Source: an optimization exercise on an open RTL-to-GDS flow (aim: small area and a short achievable clock period). Production flows keep margins and buffers that such runs may drop.
Where RTL was checked, it was by simulation tests only, not by an equivalence proof against the original.
The RTL of runs 3 to 5 was laid out without a check of its function.
Power and IR drop assume default switching activity.

File: flow/run.sh
#!/bin/bash
# synth_recipe.tcl (not shown) runs the flow's synth.tcl, then flattens the netlist and writes it again
# the make line also repeats each setting of config.mk as NAME=value (left out here)
make -C /OpenROAD-flow-scripts/flow DESIGN_CONFIG=/design/flow/config.mk WORK_HOME=/design/flow/orfs CLKGATE_MAP_FILE= SYNTH_SCRIPT=/design/flow/synth_recipe.tcl finish
File: flow/config.mk
export PLATFORM = sky130hd
export DESIGN_NAME = stream_fifo_top
export DESIGN_NICKNAME = stream_fifo_top
export VERILOG_FILES = /design/flow/design.v
export SDC_FILE = /design/flow/constraint.sdc
export NUM_CORES = 4
export LEC_CHECK = 0
export CAP_MARGIN = 20
export CORE_MARGIN = 2
export CORE_UTILIZATION = 40
export CTS_CLUSTER_DIAMETER = 80
export CTS_CLUSTER_SIZE = 25
export SETUP_SLACK_MARGIN = 2.15
export SLEW_MARGIN = 20
export SYNTH_MEMORY_MAX_BITS = 8192
File: flow/constraint.sdc
create_clock -name core_clock -period 4.5 [get_ports {okClk}]
set_input_delay 0.9000 -clock core_clock [delete_from_list [all_inputs] [get_ports {okClk}]]
set_output_delay 0.9000 -clock core_clock [all_outputs]
set_load 0.01 [all_outputs]
File: flow/design.v
`timescale 1ns/1ps
`default_nettype none
module stream_fifo_top (
	input wire logic okClk,
	input wire logic arst_n,
	input wire logic sample_write,
	input wire logic [15:0] sample_in,
	input wire logic host_read,
	output logic [31:0] host_data,
	output logic [31:0] fill_words
);
	logic [1:0] pk_held;    
	logic beat;             
	logic [6:0] count;      
	logic [6:0] count_up;   
	logic [6:0] count_dn;   
	logic fetch_v;          
	logic [1:0] up_held;    
	logic up_empty;         
	logic pending;          
	logic [15:0] wsel_lo;
	logic [15:0] wsel_hi;
	logic [6:0] rw;         
	logic [7:0] sel_lo_a;
	logic [7:0] sel_lo_b;
	logic [7:0] sel_hi;     
	logic [6:0] rw_nx;
	logic [31:0] host_q;
	logic [8:0] fill_q;
	logic [15:0] mem [256];
	logic [63:0] line_q;
	logic [63:0] grp_rd [8];
	logic [63:0] line_rd;
	logic wanted, do_write, do_read, rd_ok;
	logic [8:0] fill_next;
	assign wanted = up_empty && !pending;
	assign do_write = beat;
	assign do_read = wanted && (count != 7'd0);
	assign rd_ok = host_read && !up_empty && !fetch_v;
	assign rw_nx = rd_ok ? rw + 7'd1 : rw;
	assign fill_next = {7'd0, pk_held} + {count, 2'b00} + {6'd0, up_held, 1'b0} + {6'd0, fetch_v, 2'b00};
	always_ff @(posedge okClk or negedge arst_n) begin
		if (!arst_n) begin
			pk_held <= 2'd0;
			beat <= 1'b0;
			count <= 7'd0;
			count_up <= 7'd1;
			count_dn <= 7'h7f;
			fetch_v <= 1'b0;
			up_held <= 2'd0;
			up_empty <= 1'b1;
			pending <= 1'b1;
			wsel_lo <= 16'd1;
			wsel_hi <= 16'd1;
			rw <= 7'd0;
			host_q <= 32'd0;
			fill_q <= 9'd0;
		end else begin
			beat <= sample_write && (pk_held == 2'd3);
			if (sample_write) pk_held <= pk_held + 2'd1;
			case ({do_write, do_read})
				2'b10: begin
					count <= count_up;
					count_up <= count_up + 7'd1;
					count_dn <= count;
				end
				2'b01: begin
					count <= count_dn;
					count_up <= count;
					count_dn <= count_dn - 7'd1;
				end
				default: ;
			endcase
			fetch_v <= do_read;
			pending <= wanted;
			if (fetch_v) begin
				up_held <= 2'd2;
				up_empty <= 1'b0;
			end else if (rd_ok) begin
				up_held <= up_held - 2'd1;
				up_empty <= (up_held == 2'd1);
				host_q <= rw[0] ? line_q[63:32] : line_q[31:0];
				rw <= rw_nx;
			end
			if (sample_write) begin
				wsel_lo <= {wsel_lo[14:0], wsel_lo[15]};
				if (wsel_lo[15]) wsel_hi <= {wsel_hi[14:0], wsel_hi[15]};
			end
			fill_q <= fill_next;
		end
	end
	always_ff @(posedge okClk) begin
		for (int k = 0; k < 256; k++) begin
			if (sample_write && wsel_hi[k / 16] && wsel_lo[k % 16]) mem[k] <= sample_in;
		end
		for (int i = 0; i < 8; i++) begin
			sel_lo_a[i] <= (rw_nx[3:1] == 3'(i));
			sel_lo_b[i] <= (rw[3:1] == 3'(i));
		end
		for (int i = 0; i < 4; i++) begin
			sel_hi[i] <= (rw_nx[6:4] == 3'(i));
		end
		for (int i = 4; i < 8; i++) begin
			sel_hi[i] <= (rw[6:4] == 3'(i));
		end
		line_q <= line_rd;
	end
	always_comb begin
		for (int g = 0; g < 8; g++) begin
			grp_rd[g] = '0;
			for (int i = 0; i < 8; i++) begin
				grp_rd[g] = grp_rd[g] | ({64{(g < 4) ? sel_lo_a[i] : sel_lo_b[i]}} &
					{mem[{3'(g), 3'(i), 2'd3}], mem[{3'(g), 3'(i), 2'd2}], mem[{3'(g), 3'(i), 2'd1}], mem[{3'(g), 3'(i), 2'd0}]});
			end
		end
		line_rd = '0;
		for (int g = 0; g < 8; g++) begin
			line_rd = line_rd | ({64{sel_hi[g]}} & grp_rd[g]);
		end
	end
	assign host_data = host_q;
	assign fill_words = {23'd0, fill_q};
endmodule
`default_nettype wire
==> results of run 1 <==
cell usage after synthesis (8+ instances only):
| cell | instances |
|---|---|
| buf_4 | 23 |
| a21oi_1 | 9 |
| ha_1 | 9 |
| buf_1 | 36 |
| xnor2_1 | 8 |
| clkbuf_1 | 553 |
| dfstp_2 | 12 |
| nand2_1 | 54 |
| and3_1 | 259 |
| edfxtp_1 | 4096 |
| nand4_1 | 578 |
| mux2i_1 | 40 |
| a21o_1 | 18 |
| dfrtp_1 | 97 |
| o21ai_0 | 51 |
| a22oi_1 | 2309 |
| nor3_1 | 10 |
| mux2_2 | 16 |
| inv_1 | 15 |
| nor2_1 | 22 |
| dfxtp_1 | 88 |
per-stage QoR:
stage / power [uW] / utilization (%)
3_3_place_gp: 66100 / 42.0
6_report: 88000 / 43.9
2_1_floorplan: 56100 / -
3_5_place_dp: 66300 / 42.0
4_1_cts: 87300 / 43.7
5_1_grt: 90200 / 43.8
routing by layer:
metal | vias up | part of all wire, %
li1 | 35023 | -
met1 | 45186 | 40
met2 | 4801 | 47
met3 | 559 | 10
met4 | 6 | 3.2
met5 | - | 0.0097
kinds of logic (layout without fill, tap and decap cells):
group | after synthesis | in the layout | synth area share, %
buf+inv | 632 | 688 | 1.60
compound gates | 2404 | 2404 | 11.6
fa+ha+maj | 11 | 11 | 0.0988
mux | 57 | 57 | 0.385
simple gates | 952 | 952 | 3.74
other cells | 1 | 45 | 0.00243
flops | 4293 | 4293 | 82.5
xor+xnor | 13 | 13 | 0.0737
worst min-delay path by stage:
stage / cells past startpoint / to / startpoint / slack [ns]
floorplan: 0 / fill_q[0] / pk_held[0] / 0.40
global placement: 2 / count_dn[6] / count_dn[6] / 0.48
detailed placement: 0 / fill_q[0] / pk_held[0] / 0.48
CTS: 1 / fill_q[0] / arst_n / 0.01
global route: 1 / fill_q[0] / arst_n / 0.05
finish: 1 / fill_q[0] / arst_n / 0.02
state kept, by name, indices dropped and copies added, names as in the netlist, 8 cells and up:
register,count
host_q,32
fill_q,9
wsel_lo,16
sel_lo_a,8
wsel_hi,16
sel_hi,8
sel_lo_b,8
line_q,64
mem,4096
where the power goes:
part | internal (uW) | switching, uW
combinational | 6240 | 13900
clock | 8920 | 12200
sequential | 44500 | 2300
cell type report:
type / instances / area (um^2) / area share, %
Multi-Input combinational cell: 3460 / 25200 / 14.9
Timing Repair Buffer: 310 / 3660 / 2.16
Clock buffer: 338 / 5690 / 3.37
Inverter: 15 / 60.1 / 0.0356
Antenna cell: 22 / 55.1 / 0.0326
Sequential cell: 4293 / 128000 / 75.6
Clock inverter: 25 / 312 / 0.184
Tap cell: 5060 / 6330 / 3.75
what timing repair did:
item	4_1_cts	5_1_grt
setup endpoints to repair	665	133
pin swaps	2	9
resized for setup	267	19
hold buffers	0	0
setup buffers	20	26
cloned	0	2
==> summary.md, run 1 <==
| Metric | Value |
|---|---|
| Clock Tree Buf Depth | 4 |
| Cells after Synth | 8363 |
| Asr flop ratio synth | under 10% |
| Slew Limit Fails | 0 |
| Die height | between 600 and 700 um |
| Synth top area cells | edfxtp_1 (80%), a22oi_1 (11%), nand4_1 (2.3%), dfrtp_1 (1.6%), clkbuf_1 (1.3%) |
| Peak VDD IR | approximately 450 uV |
| Wire per inst | 33.7 um |
| Placed Cells | ~13000 |
| Residual DRC count | 0 |
| Overflow after GRT | 0 |
| CTS buffer count | 200 |
| Final worst path period need | 2.46 ns |
| Synth cell types | approximately 50 |
| GR Util met3 | between 3 and 4% |
| Initial cell density of the core | 40.1% |
| CTS root buffer | clkbuf_16 |
| Hold crit path type | in -> async |
| Die X | 626 um |
| Number of global-route vias before repair | approximately 80000 |
| Most frequent cells in the layout | edfxtp_1 (4096), a22oi_1 (2272), nand4_1 (578) |
| Placed instance area | approximately 160000 um^2 |
| Sequential share of the synthesized area | just over 80% |
| Grt met2 use | 35.1% |
| Largest delay share family, worst path | flip-flops |
| Final ANT Viol Nets | 0 |
| DR pass1 iterations | 6 |
| H-Tree Depth | 4 |
| Core area | between 300000 and 400000 um^2 |
| Routed via count | around 86000 |
| First-pass GRT wire length | about 630000 um |
| Yosys top cell area share | 79.6% |
| I/O Buffers | 60 |
| Final setup vio count | 0 |
| Routed WL | ~460000 um |
| WP data arrival | between 1.5 and 2 ns |
| Maxcap violations | 0 |
| Setup Skew | between 0.07 and 0.08 ns |
| Initial antenna violation count | 23 |
| Worst EP required | 3.60 ns |
| Layout cells sized above 1 | between 10% and 20% |
| Worst slack, placed | between 1 and 1.5 ns |
| CTS clk-pin slew, worst paths | about 0.090 ns |
| Clock Latency Late Sink | 0.95 ns |
| Part of the cycle the worst path needs | a little over half |
| GRT Util Overall | between 20 and 25% |
| Commonest non-fill, non-tap cell in the layout | edfxtp_1 |
| Slew at the pin closest to its max-slew limit | 1.30 ns |
| Leakage power | a little over 0.05 uW |
| CTS tree | done |
| CP Max Fanout | 2 |
| Worst path max stage delay | 0.45 ns |
| Finished Layout Cells | about 14000 |
| Worst Setup EP | host_data[6] |
| Die area | 391000 um^2 |
| Ys Warns | 3 |
| CTS Sinks | around 4300 |
| Critical path depth | 1 |
| Status | timing/DRC/antenna clean |
| Worst flop-to-flop path endpoint | line_q[14] |
| GP Congestion | approximately 0.83 |
| Fin. Hold Viols | 0 |
| Net count, final | approximately 8300 |
| DR iter-0 viols | around 13000 |
| Critical Setup Path Class | reg -> out |
| Worst path cell trace | buf_6 |
| R2r worst-path depth | 5 |
| Top FF cell, synth | edfxtp_1 |
| Flops & latches, synth | around 4300 |
| Std cell rows | 228 |
| Critical Path Source Type | register |
| Global routing's busiest layer | met2 |
| I/O pin count | 84 |
| Number of synthesized flops with an enable pin | 4096 |
| Critical path startpoint | host_q[6] |
| R2R Path Start | sel_lo_a[1] |
| Slew HR | 13.7% |
| Final Worst Setup Slack | 2.04 ns |
| Post-Syn Area | between 150000 and 200000 um^2 |
| FMAX | 0.406 GHz |
| Largest net degree at the start of global routing | 120 |
| P per Cell Area | between 500 and 600 nW/um^2 |
| Syn Area/Cell | 18.5 um^2 |
| DP Wirelength | approximately 250000 um |
| Vias per inst | between 6 and 7 |
| Kind of end point of the critical path | output port |
| CP max stage cell | dfrtp_1 |
| Worst hold slack | ~0.017 ns |
| Unrepaired setup endpoints after global routing | true |
| Setup TNS | 0 ns |
| Fin area | around 170000 um^2 |
| Flop-to-flop setup slack | ~2.1 ns |
| Synth area leader | edfxtp_1 |
| Area Overhead vs Synth | 9.31% |
| CP bufs+invs | 1 |
| Fillers | roughly 33000 |
| GR Util met1 | 31.5% |
==> run 2: changes to the inputs <==
--- a/flow/config.mk
+++ b/flow/config.mk
@@ -11,3 +11,3 @@
 export CTS_CLUSTER_DIAMETER = 80
-export CTS_CLUSTER_SIZE = 25
+export CTS_CLUSTER_SIZE = 30
 export SETUP_SLACK_MARGIN = 2.15
==> run 2 against run 1 <==
Net effect: still clean; clock power is essentially flat; first-iteration DRC count is 1.2% lower; hold slack improved by 0.39 ns; critical endpoint is now host_data[4]; highest routed layer unchanged.
==> summary.md, run 2 <==
| Metric | Value |
|---|---|
| Status | timing/DRC/antenna clean |
| Regs by FF count | mem x4096, line_q x64, host_q x32 |
| Sw frac | 32.5% (+0.25 points) |
| Leakage power | 0.0508 uW (-0.12%) |
| Fillers | 32771 (+0.21%) |
| CTS root buffer | clkbuf_16 |
| Hold Path Origin | sample_in[7] |
| Std cell rows | 228 (unchanged) |
| WP data arrival | 1.57 ns (about the same) |
| DR iter-0 viols | 13318 (-1.2%) |
| Ys Warns | 3 (unchanged) |
| Worst path cell trace | buf_6 |
| CP max stage cell | dfrtp_1 |
| Most common library cells after synthesis | edfxtp_1 (4096), a22oi_1 (2309), nand4_1 (578), clkbuf_1 (553), and3_1 (259) |
| Cell internal pwr | 59200 uW (-0.64%) |
| Routed via count | 85494 (-0.095%) |
| Routed WL | 454000 um (-0.33%) |
| Hold crit path type | in -> reg |
| Count leader, synth | edfxtp_1 |
| Setup TNS | 0 ns (unchanged) |
| CTS buffer count | 181 (-9.5%) |
| I/O pin count | 84 (unchanged) |
| Slew at the pin closest to its max-slew limit | 1.23 ns (-0.0663 ns) |
| Cells after Synth | 8363 (unchanged) |
| Yosys top cell area share | 79.6% (unchanged) |
| Area Overhead vs Synth | 9.22% (about the same) |
| Net count, final | 8292 (-0.23%) |
| Final setup vio count | 0 (unchanged) |
| Sequential share of the synthesized area | 82.5% (unchanged) |
| Initial cell density of the core | 40.1% (unchanged) |
| P per Cell Area | 520 nW/um^2 (-0.20%) |
| Residual DRC count | 0 (unchanged) |
| Synth top area cells | edfxtp_1 (80%), a22oi_1 (11%), nand4_1 (2.3%), dfrtp_1 (1.6%), clkbuf_1 (1.3%) |
| Maxcap violations | 0 (unchanged) |
| Critical Path Source Type | register |
| Initial antenna violation count | 23 (unchanged) |
| H-Tree Depth | 4 (unchanged) |
| GP Congestion | 0.833 (unchanged) |
| Largest delay share family, worst path | flip-flops |
| CP bufs+invs | 1 (unchanged) |
| Clock Tree Buf Depth | 4 (unchanged) |
| Worst path max stage delay | 0.47 ns (+0.02 ns) |
| Top FF cell, synth | edfxtp_1 |
| Final worst path period need | 2.47 ns (+0.00533 ns) |
| Layout cells sized above 1 | 11.1% (+0.29 points) |
| Slew Limit Fails | 0 (unchanged) |
| Clock share of power | 23.9% (about the same) |
| Number of global-route vias before repair | 80266 (-0.15%) |
| Die X | 626 um (unchanged) |
| Fin. Hold Viols | 0 (unchanged) |
| Kind of end point of the critical path | output port |
| Die height | 626 um (unchanged) |
| Worst EP required | 3.60 ns (about the same) |
| Post-Syn Area | 155000 um^2 (unchanged) |
| GRT Util Overall | 22.2% (about the same) |
| Overflow after GRT | 0 (unchanged) |
| Combinational power share | 22.8% (about the same) |
| Max reg flops | 4096 (unchanged) |
| Unrepaired setup endpoints after global routing | true |
| DR pass1 iterations | 6 (unchanged) |
| Asr flop ratio synth | 2.54% (unchanged) |
| Setup Skew | 0.0827 ns (+0.00588 ns) |
| Wire per inst | 33.6 um (-0.11%) |
| Final ANT Viol Nets | 0 (unchanged) |
| CTS Sinks | 4293 (unchanged) |
| Vias per inst | 6.34 (+0.12%) |
| R2R Path Start | sel_lo_a[4] |
| Clock Latency Late Sink | 0.95 ns (about the same) |
| CTS clk-pin slew, worst paths | 0.12 ns (+0.03 ns) |
| Slew HR | 18.1% (+4.4 points) |
| Finished Layout Cells | 13494 (-0.21%) |
| Largest net degree at the start of global routing | 120 (unchanged) |
| Commonest non-fill, non-tap cell in the layout | edfxtp_1 |
| CP Max Fanout | 2 (unchanged) |
| Flops & latches, synth | 4293 (unchanged) |
| I/O Buffers | 60 (unchanged) |
| Peak VDD IR | 447 uV (-1.1%) |
| Number of synthesized flops with an enable pin | 4096 (unchanged) |
| Most frequent cells in the layout | edfxtp_1 (4096), a22oi_1 (2272), nand4_1 (578) |
| Syn Area/Cell | 18.5 um^2 (unchanged) |
| Largest register by flop count | mem |
| Part of the cycle the worst path needs | 54.9% (+0.12 points) |
| CTS tree | done |
| First-pass GRT wire length | 625000 um (-0.12%) |
| Critical path startpoint | host_q[4] |
| Critical Setup Path Class | reg -> out |
| Placed Cells | 13088 (unchanged) |
| Core area | 385000 um^2 (unchanged) |
| Seq pwr share | 53.2% (about the same) |
| FMAX | 0.405 GHz (-0.22%) |
| Synth cell types | 51 (unchanged) |
| DP Wirelength | 247000 um (unchanged) |
| Switching Power | 28500 uW (+0.49%) |
| Synth area leader | edfxtp_1 |
| Die area | 391000 um^2 (unchanged) |
[run 2: final timing paths]
kind | to | cells after the start | slack, ns
setup reg to reg | line_q[14] | 5 | 2.07
hold / removal | mem[182][7] | 1 | 0.41
max in group asynchronous | host_q[9] | 3 | 2.93
hold reg to reg | pending | 1 | 0.51
min in group asynchronous | fill_q[4] | 2 | 0.59
setup / recovery | host_data[4] | 1 | 2.03
[run 2: cells by family after synthesis]
logic type	share of synthesized area [%]
AO/OA/AOI/OAI	11.6
XOR/XNOR	0.0737
flip-flops	82.5
AND/OR/NAND/NOR	3.74
adder cells (fa/ha/maj)	0.0988
other	0.00243
buffers and inverters	1.60
multiplexers	0.385
[run 2: layout make-up]
| class | instances | area [um^2] | share of cell area (%) |
|---|---|---|---|
| Antenna cell | 26 | 65.1 | 0.0386 |
| Clock buffer | 263 | 4970 | 2.95 |
| Clock inverter | 67 | 911 | 0.540 |
| Inverter | 15 | 60.1 | 0.0356 |
| Multi-Input combinational cell | 3460 | 25200 | 14.9 |
| Sequential cell | 4293 | 128000 | 75.6 |
| Tap cell | 5060 | 6330 | 3.75 |
| Timing Repair Buffer | 310 | 3610 | 2.14 |
[run 2: through the flow]
stage	setup WS [ns]	hold WS, ns	total power [uW]	utilization (%)	instance area, um^2
3_5_place_dp	1.26	0.482	66300	42.0	162000
4_1_cts	1.96	0.333	87100	43.7	168000
6_report	2.03	0.405	87800	43.8	169000
3_3_place_gp	1.28	0.484	66100	42.0	162000
2_1_floorplan	2.16	0.396	56100	-	155000
5_1_grt	2.01	0.370	89900	43.8	169000
[run 2: power groups by stage]
| stage | clock network [uW] | logic [uW] | registers, uW |
|---|---|---|---|
| 2_1_floorplan | 0 | 10400 | 45700 |
| 3_3_place_gp | 0 | 18200 | 48000 |
| 3_5_place_dp | 0 | 18400 | 48000 |
| 4_1_cts | 21100 | 19100 | 46800 |
| 5_1_grt | 22400 | 20900 | 46700 |
| 6_report | 21000 | 20000 | 46700 |
[run 2: repair_timing]
action | in CTS | in global routing
buffers inserted | 19 | 29
endpoints found under the hold margin | 16 | 0
setup endpoints to repair | 629 | 74
hold buffers | 1 | 0
pin swaps | 2 | 7
resized for setup | 267 | 21
[run 2: routing by layer]
metal / vias up / global-route usage, % / wire [um]
met3: 579 / 3.73 / 45200
met4: 6 / 7.18 / 14500
li1: 34957 / - / -
met1: 45134 / 31.7 / 182000
met5: - / 0 / 57
met2: 4818 / 34.8 / 213000
==> run 3: changes to the inputs <==
==> flow/design.v (replaced) <==
`timescale 1ns/1ps
`default_nettype none
module stream_fifo_top (
	input wire logic okClk,
	input wire logic arst_n,
	input wire logic sample_write,
	input wire logic [15:0] sample_in,
	input wire logic host_read,
	output logic [31:0] host_data,
	output logic [31:0] fill_words
);
	logic [1:0] pk_held;    
	logic beat;             
	logic [6:0] count;      
	logic fetch_v;          
	logic [1:0] up_held;    
	logic pending;          
	logic [7:0] wp;         
	logic [6:0] rw;         
	logic st_v;
	logic [15:0] st_d;
	logic [31:0] host_q;
	logic [8:0] fill_q;
	logic [15:0] mem [256];
	logic wanted, do_write, do_read, rd_ok;
	logic [8:0] fill_next;
	assign wanted = (up_held == 2'd0) && !pending;
	assign do_write = beat && (count != 7'd64);
	assign do_read = wanted && (count != 7'd0);
	assign rd_ok = host_read && (up_held != 2'd0) && !fetch_v;
	assign fill_next = {7'd0, pk_held} + {count, 2'b00} + {6'd0, up_held, 1'b0} + {6'd0, fetch_v, 2'b00};
	always_ff @(posedge okClk or negedge arst_n) begin
		if (!arst_n) begin
			pk_held <= 2'd0;
			beat <= 1'b0;
			count <= 7'd0;
			fetch_v <= 1'b0;
			up_held <= 2'd0;
			pending <= 1'b1;
			wp <= 8'd0;
			rw <= 7'd0;
			st_v <= 1'b0;
			host_q <= 32'd0;
			fill_q <= 9'd0;
		end else begin
			beat <= sample_write && (pk_held == 2'd3);
			if (sample_write) pk_held <= pk_held + 2'd1;
			case ({do_write, do_read})
				2'b10: count <= count + 7'd1;
				2'b01: count <= count - 7'd1;
				default: count <= count;
			endcase
			fetch_v <= do_read;
			pending <= wanted;
			if (fetch_v) begin
				up_held <= 2'd2;
			end else if (rd_ok) begin
				up_held <= up_held - 2'd1;
				host_q <= {mem[{rw, 1'b1}], mem[{rw, 1'b0}]};
				rw <= rw + 7'd1;
			end
			st_v <= sample_write;
			if (st_v) wp <= wp + 8'd1;
			fill_q <= fill_next;
		end
	end
	always_ff @(posedge okClk) begin
		st_d <= sample_in;
		if (st_v) mem[wp] <= st_d;
	end
	assign host_data = host_q;
	assign fill_words = {23'd0, fill_q};
endmodule
`default_nettype wire
--- a/flow/config.mk
+++ b/flow/config.mk
@@ -10,5 +10,2 @@
 export CORE_UTILIZATION = 40
-export CTS_CLUSTER_DIAMETER = 80
-export CTS_CLUSTER_SIZE = 30
-export SETUP_SLACK_MARGIN = 2.15
 export SLEW_MARGIN = 20
==> run 3 against run 2 <==
Net effect: clock-buffer cell count increased by 262; clock skew is 0.0088 ns lower; area after synthesis rose by 3.7%; sequential cell count is 110 lower; synthesized cell count is 12% lower.
==> summary.md, run 3 <==
| Metric | Value |
|---|---|
| Status | timing/DRC/antenna clean |
| Sequential share of the synthesized area | 78.1% (-4.4 points) |
| Top FF cell, synth | edfxtp_1 |
| Regs by FF count | mem x4096, host_q x32, st_d x16 |
| Die area | 406000 um^2 (+3.7%) |
| Leakage power | 0.0580 uW (+14%) |
| P per Cell Area | 600 nW/um^2 (+15%) |
| CTS buffer count | 422 (+130%) |
| I/O pin count | 84 (unchanged) |
| Fin. Hold Viols | 0 (unchanged) |
| Yosys top cell area share | 76.8% (-2.8 points) |
| Unrepaired setup endpoints after global routing | false |
| Fillers | 32561 (-0.64%) |
| Count leader, synth | edfxtp_1 |
| Final setup vio count | 0 (unchanged) |
| Clock Latency Late Sink | 0.97 ns (+0.02 ns) |
| GP Congestion | 0.842 (+1.1%) |
| Worst path cell trace | buf_12 > buf_12 > mux4_2 > a22oi_1 > a21oi_1 > a211oi_1 > o31ai_1 |
| Area Overhead vs Synth | 15.1% |
| Most common library cells after synthesis | edfxtp_1 (4096), mux4_2 (897), mux2i_1 (411), nor2_1 (305), a22oi_1 (237) |
| Initial cell density of the core | 40.1% (about the same) |
| Largest register by flop count | mem |
| CTS resizes | 0 (-100%) |
| Flops & latches, synth | 4183 (-2.6%) |
| Syn Area/Cell | 21.8 um^2 (+18%) |
| Routed via count | 80006 (-6.4%) |
| Part of the cycle the worst path needs | 94.2% (+39 points) |
| Slew Limit Fails | 0 (unchanged) |
| Initial antenna violation count | 23 (unchanged) |
| CP Max Fanout | 51 (+49) |
| CTS root buffer | clkbuf_16 |
| H-Tree Depth | 5 (+1) |
| Final ANT Viol Nets | 0 (unchanged) |
| Overflow after GRT | 0 (unchanged) |
| Number of global-route vias before repair | 79525 (-0.92%) |
| Worst path max stage delay | 1.04 ns (+0.57 ns) |
| Setup TNS | 0 ns (unchanged) |
| Critical Setup Path Class | reg -> reg |
| First-pass GRT wire length | 623000 um (-0.31%) |
| Largest net degree at the start of global routing | 193 (+61%) |
| Slew HR | 14.7% (-3.4 points) |
| Most used cell along the critical path | buf_12 |
| Die X | 637 um (+1.8%) |
| FMAX | 0.236 GHz (-42%) |
| Setup Buffers After CTS | 0 (-19) |
| GR Util met3 | 4.16% (+0.43 points) |
| Grt met2 use | 34.1% (-0.66 points) |
| Synth top area cells | edfxtp_1 (77%), mux4_2 (13%), mux2i_1 (2.6%), a22oi_1 (1.1%), dfrtp_1 (1.1%) |
| Global routing's busiest layer | met2 |
| WP data arrival | 5.05 ns (+3.48 ns) |
| Synth cell types | 55 (+7.8%) |
| Worst EP required | 5.30 ns (+1.70 ns) |
| Number of synthesized flops with an enable pin | 4096 (unchanged) |
| DP Wirelength | 266000 um (+7.9%) |
| GRT Util Overall | 21.6% (-0.58 points) |
| Final Worst Setup Slack | 0.260 ns (-1.77 ns) |
| Vias per inst | 5.89 (-7.0%) |
| CTS clk-pin slew, worst paths | 0.06 ns (-0.06 ns) |
| Routed WL | 446000 um (-1.8%) |
| Maxcap violations | 0 (unchanged) |
| Worst slack, placed | 0.311 ns (-0.946 ns) |
| Commonest non-fill, non-tap cell in the layout | edfxtp_1 |
| Slew at the pin closest to its max-slew limit | 1.27 ns (+0.0416 ns) |
| DR pass1 iterations | 8 (+2) |
| Ys Warns | 1 (-2) |
| Critical Path Source Type | register |
| CP max stage cell | dfrtp_4 |
| Hold buffers post-CTS | 0 (-1) |
| Hold crit path type | in -> async |
| I/O Buffers | 60 (unchanged) |
| CTS tree | done |
| Register area | 125000 um^2 (-1.9%) |
| Kind of end point of the critical path | register |
| Most frequent cells in the layout | edfxtp_1 (4096), mux4_2 (897), buf_4 (483) |
| Core area | 399000 um^2 (+3.6%) |
| Cells after Synth | 7346 (-12%) |
| CTS Sinks | 4183 (-2.6%) |
| R2r worst-path depth | 7 (+2) |
| DR iter-0 viols | 10283 (-23%) |
| Synth area leader | edfxtp_1 |
| Wire per inst | 32.8 um (-2.4%) |
| Final worst path period need | 4.24 ns (+1.77 ns) |
| Net count, final | 7988 (-3.7%) |
| Residual DRC count | 0 (unchanged) |
| Std cell rows | 232 (+1.8%) |
| Clock Tree Buf Depth | 4 (unchanged) |
| Asr flop ratio synth | 1.70% (-0.84 points) |
| Layout cells sized above 1 | 26.3% (+15 points) |
| GR Util met1 | 30.7% (-1.0 points) |
| Die height | 637 um (+1.8%) |
| Peak VDD IR | 409 uV (-8.3%) |
| Max reg flops | 4096 (unchanged) |
| Post-Syn Area | 160000 um^2 (+3.7%) |
| Setup Skew | 0.0739 ns (-0.00879 ns) |
| Area taken by multi-input logic gates | 33100 um^2 (+32%) |
==> run 3: final timing paths <==
path | slack (ns) | startpoint | end
setup / recovery | 0.26 | rw[1] | host_q[23]
hold / removal | 0.07 | arst_n | pk_held[0]
setup reg to reg | 0.26 | rw[1] | host_q[23]
hold reg to reg | 0.43 | pk_held[0] | fill_q[0]
max in group asynchronous | 3.43 | arst_n | host_q[15]
min in group core_clock | 0.37 | sample_in[10] | st_d[10]
==> run 3: layout make-up <==
type                            count  share of cell area (%)
Timing Repair Buffer              617                    3.11
Tap cell                         5265                    3.57
Antenna cell                        8                  0.0109
Multi-Input combinational cell   2716                    18.0
Clock inverter                    256                    1.33
Clock buffer                      525                    6.09
Sequential cell                  4183                    67.9
Inverter                            9                  0.0183
==> run 3: cells by family (layout without fill, tap and decap cells) <==
group | Yosys count | count (layout) | share of synthesized area [%]
compound gates | 761 | 761 | 3.34
xor+xnor | 27 | 27 | 0.148
fa+ha+maj | 19 | 19 | 0.162
buf+inv | 469 | 1407 | 1.53
flops | 4183 | 4183 | 78.1
mux | 1312 | 1312 | 15.2
other cells | 1 | 31 | 0.00234
simple gates | 574 | 574 | 1.53
==> run 3: stage by stage <==
step	hold WS, ns	cell area (um^2)	instances	power, uW	util [%]
CTS	0.0603	184000	13569	111000	46.2
detailed placement	0.411	171000	12788	76700	42.7
finish	0.0727	184000	13579	111000	46.2
global placement	0.407	171000	12787	76500	42.7
global route	0.0990	184000	13573	114000	46.2
floorplan	0.396	160000	7368	63500	-
==> run 3: per-layer routing <==
metal  vias to the layer above  share of wire, %
li1                      32128                 -
met3                       622               9.1
met2                      3871                47
met4                        10               3.2
met5                         -             0.013
met1                     43375                40
==> run 3: report_power, final <==
part	total (uW)	leakage (uW)	switching [uW]	internal (uW)
registers	44700	0.0378	1290	43400
clock network	34800	0.00667	14900	19900
logic	31200	0.0135	18700	12500
total	111000	0.0580	34900	75900
==> run 3: critical path: cells and delay by family (launching register included) <==
kind | cells | cell delay [ns]
buffers and inverters | 2 | 0.58
flip-flops | 1 | 1.04
multiplexers | 1 | 0.59
AO/OA/AOI/OAI | 4 | 1.74
==> run 4: changes to the inputs <==
--- a/flow/design.v
+++ b/flow/design.v
@@ -19,4 +19,3 @@
 	logic [6:0] rw;         
-	logic st_v;
-	logic [15:0] st_d;
+	logic [5:0] rl_d;       
 	logic [31:0] host_q;
@@ -24,2 +23,3 @@
 	logic [15:0] mem [256];
+	logic [63:0] line_q;
 	logic wanted, do_write, do_read, rd_ok;
@@ -41,3 +41,2 @@
 			rw <= 7'd0;
-			st_v <= 1'b0;
 			host_q <= 32'd0;
@@ -58,7 +57,6 @@
 				up_held <= up_held - 2'd1;
-				host_q <= {mem[{rw, 1'b1}], mem[{rw, 1'b0}]};
+				host_q <= rw[0] ? line_q[63:32] : line_q[31:0];
 				rw <= rw + 7'd1;
 			end
-			st_v <= sample_write;
-			if (st_v) wp <= wp + 8'd1;
+			if (sample_write) wp <= wp + 8'd1;
 			fill_q <= fill_next;
@@ -67,4 +65,5 @@
 	always_ff @(posedge okClk) begin
-		st_d <= sample_in;
-		if (st_v) mem[wp] <= st_d;
+		if (sample_write) mem[wp] <= sample_in;
+		rl_d <= rw[6:1];
+		line_q <= {mem[{rl_d, 2'd3}], mem[{rl_d, 2'd2}], mem[{rl_d, 2'd1}], mem[{rl_d, 2'd0}]};
 	end
==> run 4 against run 3 <==
Net effect: still clean; utilization shrank 0.11 points; final cell count shrank 2.0%; fmax grew 23%; clock skew shrank 0.021 ns; first-iteration DRC count grew 2.2%; total power shrank 2.4%; worst setup slack gained 0.79 ns; combinational power shrank 7.7%; register-to-register slack gained 0.79 ns; sequential power grew 2%; cell area shrank 0.16%.
==> summary.md, run 4 <==
| Metric | Value |
|---|---|
| H-Tree Depth | 5 (unchanged) |
| Worst slack, placed | 0.990 ns (+0.678 ns) |
| Area Overhead vs Synth | 14.6% |
| Critical Setup Path Class | reg -> reg |
| Die X | 638 um (+0.13%) |
| DR pass1 iterations | 6 (-2) |
| Hold buffers post-CTS | 0 (unchanged) |
| Slew HR | 20.4% (+5.8 points) |
| Tot Pwr | 108000 uW (-2.4%) |
| DR iter-0 viols | 10514 (+2.2%) |
| Synth area leader | edfxtp_1 |
| Initial antenna violation count | 22 (-4.3%) |
| Std cell rows | 232 (unchanged) |
| Routed WL | 432000 um (-3.2%) |
| Setup Buffers After CTS | 0 (unchanged) |
| Worst hold slack | 0.0317 ns (-0.0410 ns) |
| Kind of end point of the critical path | register |
| Part of the cycle the worst path needs | 76.8% (-17 points) |
| Ys Warns | 1 (unchanged) |
| CTS tree | done |
| Setup Skew | 0.0532 ns (-0.0207 ns) |
| CP Max Fanout | 16 (-69%) |
| Net count, final | 7734 (-3.2%) |
| Wire per inst | 32.4 um (-1.2%) |
| Synth cell types | 49 (-11%) |
| Leakage power | 0.0577 uW (-0.52%) |
| Peak VDD IR | 504 uV (+23%) |
| CTS buffer count | 412 (-2.4%) |
| Vias per inst | 5.89 (about the same) |
| Clock Tree Buf Depth | 4 (unchanged) |
| Regs by FF count | mem x4096, line_q x64, host_q x32 |
| Status | timing/DRC/antenna clean |
| Initial cell density of the core | 40.2% (+0.078 points) |
| Largest register by flop count | mem |
| Setup TNS | 0 ns (unchanged) |
| CTS resizes | 0 (unchanged) |
| I/O pin count | 84 (unchanged) |
| Largest delay share family, worst path | simple AND/OR/NAND/NOR gates |
| GP Congestion | 0.831 (-1.4%) |
| Cells after Synth | 7118 (-3.1%) |
| GRT Util Overall | 21.0% (-0.66 points) |
| WP data arrival | 4.02 ns (-1.03 ns) |
| Hold crit path type | in -> async |
| Largest net degree at the start of global routing | 136 (-30%) |
| CTS Sinks | 4236 (+1.3%) |
| CP max stage cell | nor2_2 |
| Syn Area/Cell | 22.6 um^2 (+3.5%) |
| Die area | 407000 um^2 (+0.27%) |
| I/O Buffers | 60 (unchanged) |
| Clock Latency Late Sink | 0.96 ns (about the same) |
| Fin. Hold Viols | 0 (unchanged) |
| Commonest non-fill, non-tap cell in the layout | edfxtp_1 |
| Unrepaired setup endpoints after global routing | false |
| Synth top area cells | edfxtp_1 (77%), mux4_2 (14%), dfrtp_1 (1.1%), mux2i_1 (1.0%), dfxtp_1 (0.87%) |
| Top FF cell, synth | edfxtp_1 |
| Sequential share of the synthesized area | 78.5% (+0.45 points) |
| Flops & latches, synth | 4236 (+1.3%) |
| Worst path max stage delay | 0.78 ns (-0.26 ns) |
| Final Worst Setup Slack | 1.05 ns (+0.786 ns) |
| CTS root buffer | clkbuf_16 |
| Final ANT Viol Nets | 0 (unchanged) |
| DP Wirelength | 263000 um (-1.2%) |
| Most frequent cells in the layout | edfxtp_1 (4096), mux4_2 (1024), buf_4 (456) |
| Final worst path period need | 3.45 ns (-0.786 ns) |
| Layout cells sized above 1 | 28.3% (+2.0 points) |
| First-pass GRT wire length | 608000 um (-2.4%) |
| Critical Path Source Type | register |
| Core area | 399000 um^2 (about the same) |
| Count leader, synth | edfxtp_1 |
| Slew at the pin closest to its max-slew limit | 1.19 ns (-0.0770 ns) |
| Worst EP required | 5.07 ns (-0.23 ns) |
| Slew Limit Fails | 0 (unchanged) |
| CTS clk-pin slew, worst paths | 0.07 ns (about the same) |
| Routed via count | 78395 (-2.0%) |
| Most common library cells after synthesis | edfxtp_1 (4096), mux4_2 (1024), nor2_1 (320), a21oi_1 (211), clkbuf_1 (202) |
| Number of global-route vias before repair | 78633 (-1.1%) |
| Residual DRC count | 0 (unchanged) |
| Die height | 638 um (+0.13%) |
| Overflow after GRT | 0 (unchanged) |
| Maxcap violations | 0 (unchanged) |
| CP bufs+invs | 1 (-1) |
| Post-Syn Area | 161000 um^2 (+0.27%) |
| Number of synthesized flops with an enable pin | 4096 (unchanged) |
| Max reg flops | 4096 (unchanged) |
| Final setup vio count | 0 (unchanged) |
| Asr flop ratio synth | 1.65% (-0.045 points) |
| FMAX | 0.290 GHz (+23%) |
| P per Cell Area | 587 nW/um^2 (-2.3%) |
| Fin util | 46.1% (-0.11 points) |
| Worst path cell trace | nor2b_1 > nand3_2 > buf_4 > nor2_2 |
| Yosys top cell area share | 76.6% (-0.20 points) |
-- run 4: worst paths after layout --
path                            slack [ns]  depth (start not counted)    startpoint     endpoint
min in group core_clock               0.28                          1  sample_in[5]  mem[209][5]
worst max-delay path                  1.05                          4         wp[7]  mem[235][7]
worst min register to register        0.39                          0         rw[6]      rl_d[5]
max in group asynchronous             3.52                          2        arst_n    host_q[4]
worst min-delay path                  0.03                          1        arst_n    fill_q[1]
worst max register to register        1.05                          4         wp[7]  mem[235][7]
-- run 4: layout make-up --
cell class | count | area (um^2)
fillers | 32624 | 215000
flip-flops and latches | 4236 | 126000
multi-input cells | 2452 | 32700
clock buffers | 526 | 11000
well taps | 5265 | 6590
repair buffers | 587 | 5530
clock inverters | 230 | 2050
inverters | 6 | 22.5
diodes | 6 | 15.0
-- run 4: cell families (layout without fill, tap and decap cells) --
logic type	after synthesis	after routing	synth area share, %
flops	4236	4236	78.5
mux	1193	1193	15.4
compound gates	687	687	2.97
simple gates	505	505	1.38
buf+inv	452	1349	1.40
xor+xnor	25	25	0.136
fa+ha+maj	19	19	0.162
other cells	1	29	0.00233
-- run 4: per-stage QoR --
step | area, um^2 | std cells
final | 184000 | 13308
after global routing | 184000 | 13304
after CTS | 184000 | 13301
after detailed placement | 171000 | 12545
after global placement | 171000 | 12544
after floorplan | 161000 | 7140
-- run 4: report_power, final --
group | leakage [uW] | total, uW | internal [uW] | switching (uW)
combinational | 0.0130 | 28800 | 12300 | 16500
sequential | 0.0382 | 45500 | 44300 | 1270
clock | 0.00641 | 33700 | 19100 | 14600
-- run 4: per-layer routing --
| metal | vias up | track usage [%] | wire length, um | share of wire (%) |
|---|---|---|---|---|
| met3 | 623 | 3.68 | 37300 | 8.6 |
| met2 | 3707 | 33.7 | 207000 | 48 |
| met4 | 2 | 6.29 | 14100 | 3.3 |
| met5 | - | 0 | 8 | 0.0019 |
| li1 | 31425 | - | - | - |
| met1 | 42638 | 29.4 | 173000 | 40 |
-- run 4: worst register-to-register path: stages (launching register included) --
cell and delay [ns]:
dfrtp_1 0.51, nor2b_1 0.65, nand3_2 0.66, buf_4 0.46, nor2_2 0.78
==> run 5: changes to the inputs <==
--- a/flow/design.v
+++ b/flow/design.v
@@ -19,3 +19,4 @@
 	logic [6:0] rw;         
-	logic [5:0] rl_d;       
+	logic [7:0] sel_lo;     
+	logic [7:0] sel_hi;     
 	logic [31:0] host_q;
@@ -24,2 +25,4 @@
 	logic [63:0] line_q;
+	logic [63:0] grp_rd [8];
+	logic [63:0] line_rd;
 	logic wanted, do_write, do_read, rd_ok;
@@ -66,4 +69,20 @@
 		if (sample_write) mem[wp] <= sample_in;
-		rl_d <= rw[6:1];
-		line_q <= {mem[{rl_d, 2'd3}], mem[{rl_d, 2'd2}], mem[{rl_d, 2'd1}], mem[{rl_d, 2'd0}]};
+		for (int i = 0; i < 8; i++) begin
+			sel_lo[i] <= (rw[3:1] == 3'(i));
+			sel_hi[i] <= (rw[6:4] == 3'(i));
+		end
+		line_q <= line_rd;
+	end
+	always_comb begin
+		for (int g = 0; g < 8; g++) begin
+			grp_rd[g] = '0;
+			for (int i = 0; i < 8; i++) begin
+				grp_rd[g] = grp_rd[g] | ({64{sel_lo[i]}} &
+					{mem[{3'(g), 3'(i), 2'd3}], mem[{3'(g), 3'(i), 2'd2}], mem[{3'(g), 3'(i), 2'd1}], mem[{3'(g), 3'(i), 2'd0}]});
+			end
+		end
+		line_rd = '0;
+		for (int g = 0; g < 8; g++) begin
+			line_rd = line_rd | ({64{sel_hi[g]}} & grp_rd[g]);
+		end
 	end
--- a/flow/config.mk
+++ b/flow/config.mk
@@ -10,2 +10,3 @@
 export CORE_UTILIZATION = 40
+export SETUP_SLACK_MARGIN = 1.8
 export SLEW_MARGIN = 20
==> run 5 against run 4 <==
Net effect: sequential power up 2%; worst setup slack improved by 0.69 ns; first-iteration DRC count up 34%; combinational power decreased by 12%; utilization increased by 0.16 points; total power is 1.6% lower; final cell count grew 4.7%; hold slack better by 0.37 ns; critical path depth is 1 higher; register-to-register slack better by 0.69 ns; cell area decreased by 4.1%.
==> summary.md, run 5 <==
| Metric | Value |
|---|---|
| Slew Limit Fails | 0 (unchanged) |
| Max reg flops | 4096 (unchanged) |
| Post-Synth XOR/XNOR Area | 0.137% (+0.00095 points) |
| Asr flop ratio synth | 1.65% (-0.0039 points) |
| P per Cell Area | 602 nW/um^2 (+2.6%) |
| Commonest non-fill, non-tap cell in the layout | edfxtp_1 |
| Leakage power | 0.0533 uW (-7.6%) |
| Hold crit path type | in -> reg |
| Final ANT Viol Nets | 0 (unchanged) |
| Unrepaired setup endpoints after global routing | true |
| CTS clk-pin slew, worst paths | 0.06 ns (about the same) |
| Final Worst Setup Slack | 1.73 ns (+0.688 ns) |
| WP data arrival | 3.51 ns (-0.51 ns) |
| Post-synthesis mux area share | 0.230% (-15 points) |
| Synth area leader | edfxtp_1 |
| Initial cell density of the core | 40.1% (-0.098 points) |
| Count leader, synth | edfxtp_1 |
| DR iter-0 viols | 14048 (+34%) |
| Cells after Synth | 8273 (+16%) |
| Syn Area/Cell | 18.5 um^2 (-18%) |
| Post-Synth Adder-Cell Area | 0.170% (+0.0079 points) |
| GRT Util Overall | 23.2% (+2.2 points) |
| DR pass1 iterations | 6 (unchanged) |
| CTS root buffer | clkbuf_16 |
| Flops & latches, synth | 4246 (+0.24%) |
| Largest net degree at the start of global routing | 122 (-10%) |
| Regs by FF count | mem x4096, line_q x64, host_q x32 |
| I/O Buffers | 60 (unchanged) |
| Peak VDD IR | 516 uV (+2.4%) |
| CP Max Fanout | 42 (+26) |
| Routed via count | 87119 (+11%) |
| DP Wirelength | 279000 um (+6.0%) |
| Overflow after GRT | 0 (unchanged) |
| Residual DRC count | 0 (unchanged) |
| Slew at the pin closest to its max-slew limit | 1.09 ns (-0.103 ns) |
| Worst EP required | 5.25 ns (+0.18 ns) |
| I/O pin count | 84 (unchanged) |
| Die height | 623 um (-2.3%) |
| First-pass GRT wire length | 646000 um (+6.3%) |
| Setup Skew | 0.0713 ns (+0.0181 ns) |
| Part of the cycle the worst path needs | 61.5% (-15 points) |
| Number of synthesized flops with an enable pin | 4096 (unchanged) |
| Number of global-route vias before repair | 83382 (+6.0%) |
| Ys Warns | 2 (+1) |
| Net count, final | 8582 (+11%) |
| FMAX | 0.362 GHz (+25%) |
| R2r worst-path depth | 5 (+1) |
| Hold Path Depth | 1 |
| Synth top area cells | edfxtp_1 (80%), a22oi_1 (11%), nand4_1 (2.4%), buf_2 (1.4%), dfrtp_1 (1.1%) |
| Kind of end point of the critical path | register |
| GP Congestion | 0.928 (+12%) |
| Top FF cell, synth | edfxtp_1 |
| Status | timing/DRC/antenna clean |
| Area Overhead vs Synth | 15.3% |
| Sequential share of the synthesized area | 82.5% (+4.0 points) |
| Fin. Hold Viols | 0 (unchanged) |
| H-Tree Depth | 5 (unchanged) |
| Wire per inst | 33.3 um (+2.8%) |
| Slew HR | 27.3% (+6.9 points) |
| Post-synthesis compound-gate area fraction | 11.5% (+8.5 points) |
| Clock Latency Late Sink | 0.97 ns (about the same) |
| Largest register by flop count | mem |
| Core area | 382000 um^2 (-4.4%) |
| Vias per inst | 6.25 (+6.1%) |
| CTS Sinks | 4246 (+0.24%) |
| Initial antenna violation count | 10 (-55%) |
| CTS buffer count | 417 (+1.2%) |
| Clock Tree Buf Depth | 4 (unchanged) |
| Std cell rows | 227 (-2.2%) |
| Die X | 623 um (-2.3%) |
| Worst slack, placed | 0.648 ns (-0.341 ns) |
| Final setup vio count | 0 (unchanged) |
| Most common library cells after synthesis | edfxtp_1 (4096), a22oi_1 (2304), nand4_1 (583), buf_2 (425), nor2_1 (283) |
| Critical Path Source Type | register |
| Synth cell types | 51 (+4.1%) |
| Critical Setup Path Class | reg -> reg |
| Layout cells sized above 1 | 14.4% (-14 points) |
| Setup TNS | 0 ns (unchanged) |
| Most frequent cells in the layout | edfxtp_1 (4096), a22oi_1 (2287), nand4_1 (583) |
| Maxcap violations | 0 (unchanged) |
| Largest family of logic cells by synthesized area | compound AO/OA/AOI/OAI gates |
| Final worst path period need | 2.77 ns (-0.688 ns) |
| Fillers | 31721 (-2.8%) |
| Routed WL | 465000 um (+7.6%) |
| Yosys top cell area share | 80.3% (+3.7 points) |
| Post-synthesis simple-gate area fraction | 3.49% (+2.1 points) |
| CTS tree | done |
| Die area | 388000 um^2 (-4.6%) |
| Post-Syn Area | 153000 um^2 (-4.7%) |
-- run 5: timing repair --
item | CTS | global route
hold buffers | 1 | 0
endpoints found under the hold margin | 18 | 0
buffers inserted | 14 | 17
endpoints found under the setup margin | 2703 | 1044
resized for setup | 211 | 69
pin swaps | 6 | 12
-- run 5: area by class of cell --
class | instances | area, um^2 | area share [%]
Antenna cell | 4 | 10.0 | 0.00567
Clock buffer | 511 | 11100 | 6.28
Clock inverter | 258 | 2500 | 1.42
Inverter | 10 | 37.5 | 0.0213
Multi-Input combinational cell | 3441 | 25400 | 14.4
Sequential cell | 4246 | 126000 | 71.6
Tap cell | 5038 | 6300 | 3.57
Timing Repair Buffer | 427 | 4760 | 2.69
-- run 5: cells by family after synthesis --
logic type / Yosys count
XOR/XNOR: 24
multiplexers: 35
AO/OA/AOI/OAI: 2357
other: 1
flip-flops: 4246
buffers and inverters: 608
adder cells (fa/ha/maj): 19
AND/OR/NAND/NOR: 983
-- run 5: stage by stage --
step	power, uW	hold WS (ns)	instance area (um^2)	utilization [%]	cells
floorplan	58700	0.396	153000	-	8295
global placement	71100	0.412	161000	42.3	13130
detailed placement	71300	0.425	161000	42.3	13130
CTS	106000	0.369	176000	46.1	13914
global route	109000	0.390	177000	46.2	13932
finish	106000	0.397	177000	46.2	13935
-- run 5: power breakdown --
| group | switching [uW] | internal, uW |
|---|---|---|
| Sequential | 1770 | 44400 |
| Combinational | 18300 | 7110 |
| Clock | 14900 | 19900 |
| Total | 34900 | 71400 |
-- run 5: critical path, cell delays in order, from the launching register on --
cell	delay, ns
dfxtp_4	0.56
buf_4	0.40
a22oi_1	0.37
nand4_1	0.48
a22oi_1	0.38
nand4_1	0.30
-- run 5: final timing paths --
| check | end | slack [ns] | startpoint |
|---|---|---|---|
| worst min register to register | fill_q[0] | 0.42 | pk_held[0] |
| max in group asynchronous | host_q[31] | 2.93 | arst_n |
| worst min-delay path | mem[121][10] | 0.40 | sample_in[10] |
| worst max register to register | line_q[2] | 1.73 | sel_lo[5] |
| worst max-delay path | line_q[2] | 1.73 | sel_lo[5] |
| min in group asynchronous | up_held[1] | 0.58 | arst_n |
-- run 5: routing by layer --
metal,up-vias,part of all wire [%],global-route usage (%),wire [um]
met5,-,0.0037,0,17
met4,4,3.9,7.99,17900
met3,851,11,4.58,52800
met2,5910,46,36.2,215000
met1,44918,39,32.5,179000
li1,35436,-,-,-

[re-timing with driven ports]
The flow's constraints put no driver on any port. The routed layouts listed below were extracted and timed again, unchanged, in two steps. Step 1: set_driving_cell puts a clkbuf_16 on okClk and a buf_2 on each other input, an assumption about the parent block. Step 2 adds t to the input delays and takes it off the output delays; t is the mean of the earliest and latest rising clock arrival at the registers after step 1. Input paths then give back, and output paths get back, about the clock's delay inside the block. Three values: ideal ports, drivers, drivers and shift; two values: the first two.
run | t (ns) | slack for setup (ns) | worst hold slack (ns) | clock arrival spread, ns | pins driven straight from the clock port
run 1 | 1.014 | 2.036 / 1.940 / 1.251 | 0.017 / -0.021 / 0.504 | 0.096 / 0.096 | 1
run 2 | 1.011 | 2.031 / 1.934 / 1.263 | 0.405 / 0.366 / 0.513 | 0.090 / 0.090 | 1
run 3 | 1.060 | 0.260 / 0.260 / 0.260 | 0.073 / -0.022 / 0.427 | 0.081 / 0.082 | 1
run 4 | 1.052 | 1.046 / 1.046 / 1.046 | 0.032 / -0.050 / 0.391 | 0.066 / 0.066 | 1
run 5 | 1.050 | 1.734 / 1.734 / 0.805 | 0.397 / 0.320 / 0.418 | 0.073 / 0.073 | 1
After both steps every run listed still meets setup and hold. For run 5, which loses most, drivers alone change the setup slack by 0.000 ns; drivers and shift together by -0.929 ns.
